Source: an optimization exercise on an open RTL-to-GDS flow (aim: small area and a short achievable clock period). Production flows keep margins and buffers that such runs may drop. Only simulation tests tie the RTL to the original design; equivalence was not proved. Power is estimated from default activity; no workload was simulated.

== job 1216 ==
## wallaceMulTop
module wallaceMulTop (
	input  logic        clk,
	input  logic        arstN,
	input  logic        reqValid,
	input  logic [15:0] reqOpA,
	input  logic [15:0] reqOpB,
	output logic        respValid,
	output logic [31:0] respProduct
);
For scale: about 940 cells after synthesis, about 68 I/O pins, ~11000 sq um of cells after synthesis.
==> flow/config.mk <==
export PLATFORM = sky130hd
export DESIGN_NAME = wallaceMulTop
export DESIGN_NICKNAME = wallaceMulTop
export VERILOG_FILES = /design/flow/design.v
export SDC_FILE = /design/flow/constraint.sdc
export NUM_CORES = 4
export LEC_CHECK = 0
export ABC_CLOCK_PERIOD_IN_PS = 2500
export CAP_MARGIN = 20
export CORE_MARGIN = 2
export CORE_UTILIZATION = 60
export SETUP_SLACK_MARGIN = 2.1
export SLEW_MARGIN = 20
export SYNTH_HIERARCHICAL = 1
==> flow/constraint.sdc <==
create_clock -name core_clock -period 4.3 [get_ports {clk}]
set_input_delay 0.8600 -clock core_clock [delete_from_list [all_inputs] [get_ports {clk}]]
set_output_delay 0.8600 -clock core_clock [all_outputs]
set_load 0.01 [all_outputs]
standard.sh (not shown) runs the stock make flow with config.mk's settings and CLKGATE_MAP_FILE= SYNTH_SCRIPT=/design/flow/synth_recipe.tcl, a recipe that flattens the netlist after the stock synthesis.
==> flow/flow/run.sh <==
#!/bin/bash
# The standard layout (standard.sh, unchanged synthesis) with two changes:
# the port buffers are plain buf_2 cells instead of the delay buffers that
# buffer_ports picks by default, and the clock tree is built from clkbuf_8 cells without dummy loads.
set -euo pipefail
export BUFFER_PORTS_ARGS="-buffer_cell sky130_fd_sc_hd__buf_2"
export CTS_ARGS="-sink_clustering_enable -repair_clock_nets -buf_list sky130_fd_sc_hd__clkbuf_4 -dont_use_dummy_load -sink_clustering_size 10 -sink_clustering_max_diameter 60"
bash standard.sh > standard.log 2>&1
Job 1216 completed; timing, DRC and antenna clean
--- input diff job 1216..job 9285 ---
- a change of SETUP_SLACK_MARGIN from 2.1 to 2.3
diff --git a/flow/flow/run.sh b/flow/flow/run.sh
--- a/flow/flow/run.sh
+++ b/flow/flow/run.sh
@@ -5,4 +5,4 @@
 set -euo pipefail
 export BUFFER_PORTS_ARGS="-buffer_cell sky130_fd_sc_hd__buf_2"
-export CTS_ARGS="-sink_clustering_enable -repair_clock_nets -buf_list sky130_fd_sc_hd__clkbuf_4 -dont_use_dummy_load -sink_clustering_size 10 -sink_clustering_max_diameter 60"
+export CTS_ARGS="-sink_clustering_enable -repair_clock_nets -buf_list sky130_fd_sc_hd__clkbuf_8 -dont_use_dummy_load -sink_clustering_size 14 -sink_clustering_max_diameter 100"
 bash standard.sh > standard.log 2>&1
### Flow results
Status | job 1216 and job 9285 | clean. Note that the leakage component of the power recorded for job 9285 amounts to 1.07 times the value seen in job 1216. Job 9285: routing usage on met3 is 1.4 points lower than what job 1216 reported. Critical path capture point: s2_q[23] -> job 1216, s2_q[30] -> job 9285. In job 9285, number of antenna diodes is lower than in job 1216. Comparing job 1216 and job 9285, clock buffer instance count of the final layout is lower on job 9285. Time the worst path needs with I/O delays and setup: job 9285 vs job 1216 up 0.11 ns.
Input-level comparison between job 2613 and job 9285:
- changing CORE_UTILIZATION from 60 to 70
- changing SETUP_SLACK_MARGIN from 2.3 to 2.1
- Going from job 9285 to job 2613, number of non-filler instances in the completed layout shrinks by 44.
- Job 9285 -> job 2613: number of ordinary inverters in the final layout delta 0, exact match
- Job 2613 vs job 9285: power share of the combinational group down
- Job 9285 and job 2613 ended up with roughly the same required time of the worst setup path.
- For the number of rows created at floorplan, job 2613 came in 4 lower than job 9285 did.
- [diff] fmax, job 2613 relative to job 9285: improvement
diff inputs: job 2613 => job 521
- CORE_UTILIZATION now 60, was 70
- SETUP_SLACK_MARGIN now 2.0, was 2.1
==> summary.txt <==
- Compared with job 2613, job 521 improves setup slack.
- Job 2613 has higher share of power burned in combinational logic than job 521.
- [job 521 vs job 2613] inserted tap cell count: higher in job 521
- | number of ordinary and repair buffers in the finished layout | job 521 vs job 2613 | 3.1% lower |

---

wallaceMulTop, a different RTL version from the one above (not shown whole).
Size: ~920 cells after synthesis, roughly 210 flip-flops, ~68 I/O pins.
clock: 4.3 ns
lec_check: 0
abc_clock_period_in_ps: 2500
cap_margin: 20
core_margin: 2
core_utilization: 60
gpl_routability_driven: 0
setup_slack_margin: 2.1
slew_margin: 20
synth_hierarchical: 1
==> flow/flow/run.sh <==
#!/bin/bash
# The standard layout (standard.sh, unchanged synthesis) with two changes:
# the port buffers are plain buf_2 cells instead of the delay buffers that
# buffer_ports picks by default, and the clock tree is built from clkbuf_8 cells without dummy loads.
set -euo pipefail
export BUFFER_PORTS_ARGS="-buffer_cell sky130_fd_sc_hd__buf_2"
export CTS_ARGS="-sink_clustering_enable -repair_clock_nets -buf_list sky130_fd_sc_hd__clkbuf_4 -dont_use_dummy_load -sink_clustering_size 8 -sink_clustering_max_diameter 50"
bash standard.sh > standard.log 2>&1
==> next run, changes <==
--- a/flow/flow/run.sh
+++ b/flow/flow/run.sh
@@ -7 +7 @@
-export CTS_ARGS="-sink_clustering_enable -repair_clock_nets -buf_list sky130_fd_sc_hd__clkbuf_4 -dont_use_dummy_load -sink_clustering_size 8 -sink_clustering_max_diameter 50"
+export CTS_ARGS="-sink_clustering_enable -repair_clock_nets -buf_list sky130_fd_sc_hd__clkbuf_8 -dont_use_dummy_load -sink_clustering_size 14 -sink_clustering_max_diameter 100"
Settings changed: GPL_ROUTABILITY_DRIVEN 0 to default.
=> Sequential cell count is unchanged. Wire length goes up by about 1%. Cell area goes up by about 0.5%. Clock power goes down by about 1%. Clock skew goes down by 0.054 ns. Global-route usage barely changes.
==> next run, changes <==
--- a/flow/flow/run.sh
+++ b/flow/flow/run.sh
@@ -7 +7 @@
-export CTS_ARGS="-sink_clustering_enable -repair_clock_nets -buf_list sky130_fd_sc_hd__clkbuf_8 -dont_use_dummy_load -sink_clustering_size 14 -sink_clustering_max_diameter 100"
+export CTS_ARGS="-sink_clustering_enable -repair_clock_nets -buf_list sky130_fd_sc_hd__clkbuf_4 -dont_use_dummy_load -sink_clustering_size 8 -sink_clustering_max_diameter 50"
Critical path depth stays the same.
Routed wire length grows by 0.55%.
Setup slack stays flat.
Final cell count grows by 0.94%.
Non-clock buffer count shrinks by 2.
Clock skew grows by 0.041 ns.
Cell area shrinks by 0.46%.
Sequential share of layout area grows by 0.15 points.
Total power shrinks by 0.94%.
Register-to-register slack hardly moves.
==> next run, changes <==
Settings changed: PLACE_DENSITY from default to 0.75.
What happened:
- synthesized cell count is unchanged
- area after synthesis is unchanged
- sequential share of layout area hardly moves
- wire length shrinks by 6.0%
- count of clock-buffer cells in the layout stays the same
- power shrinks by about 2.2%
- design area hardly moves
- worst hold slack is better by 0.023 ns

static timing again, ports no longer ideal:
Ports are ideal in the flow. The routed layouts listed here were re-timed in OpenROAD. Step 1 assumes that a clkbuf_16 drives the clock port and a buf_2 every other input. Step 2 adds t to the input delays and takes it off the output delays; t is the mean of the earliest and latest rising clock arrival at the registers after step 1. Input paths then give back, and output paths get back, about the clock's delay inside the block. Three values: ideal, step 1, step 2; two values: the first two.
run	t (ns)	setup WS [ns]	latest minus earliest clock arrival (ns)
job 1216	0.662	2.058 / 2.058 / 1.557	0.095 / 0.096
job 9285	0.540	1.944 / 1.944 / 1.671	0.028 / 0.028
job 2613	0.547	1.990 / 1.990 / 1.614	0.020 / 0.020
job 521	0.554	2.009 / 2.009 / 1.530	0.023 / 0.022
the first run of note 2	0.615	2.030 / 2.030 / 1.579	0.083 / 0.083
the second run of note 2	0.544	2.059 / 2.059 / 1.668	0.033 / 0.034
the third run of note 2	0.685	2.058 / 2.058 / 1.542	0.077 / 0.078
the fourth run of note 2	0.673	2.056 / 2.056 / 1.444	0.042 / 0.042
After both steps every run listed still meets setup and hold. For the fourth run of note 2, which loses most, drivers alone change the setup slack by 0.000 ns; drivers and shift together by -0.612 ns.
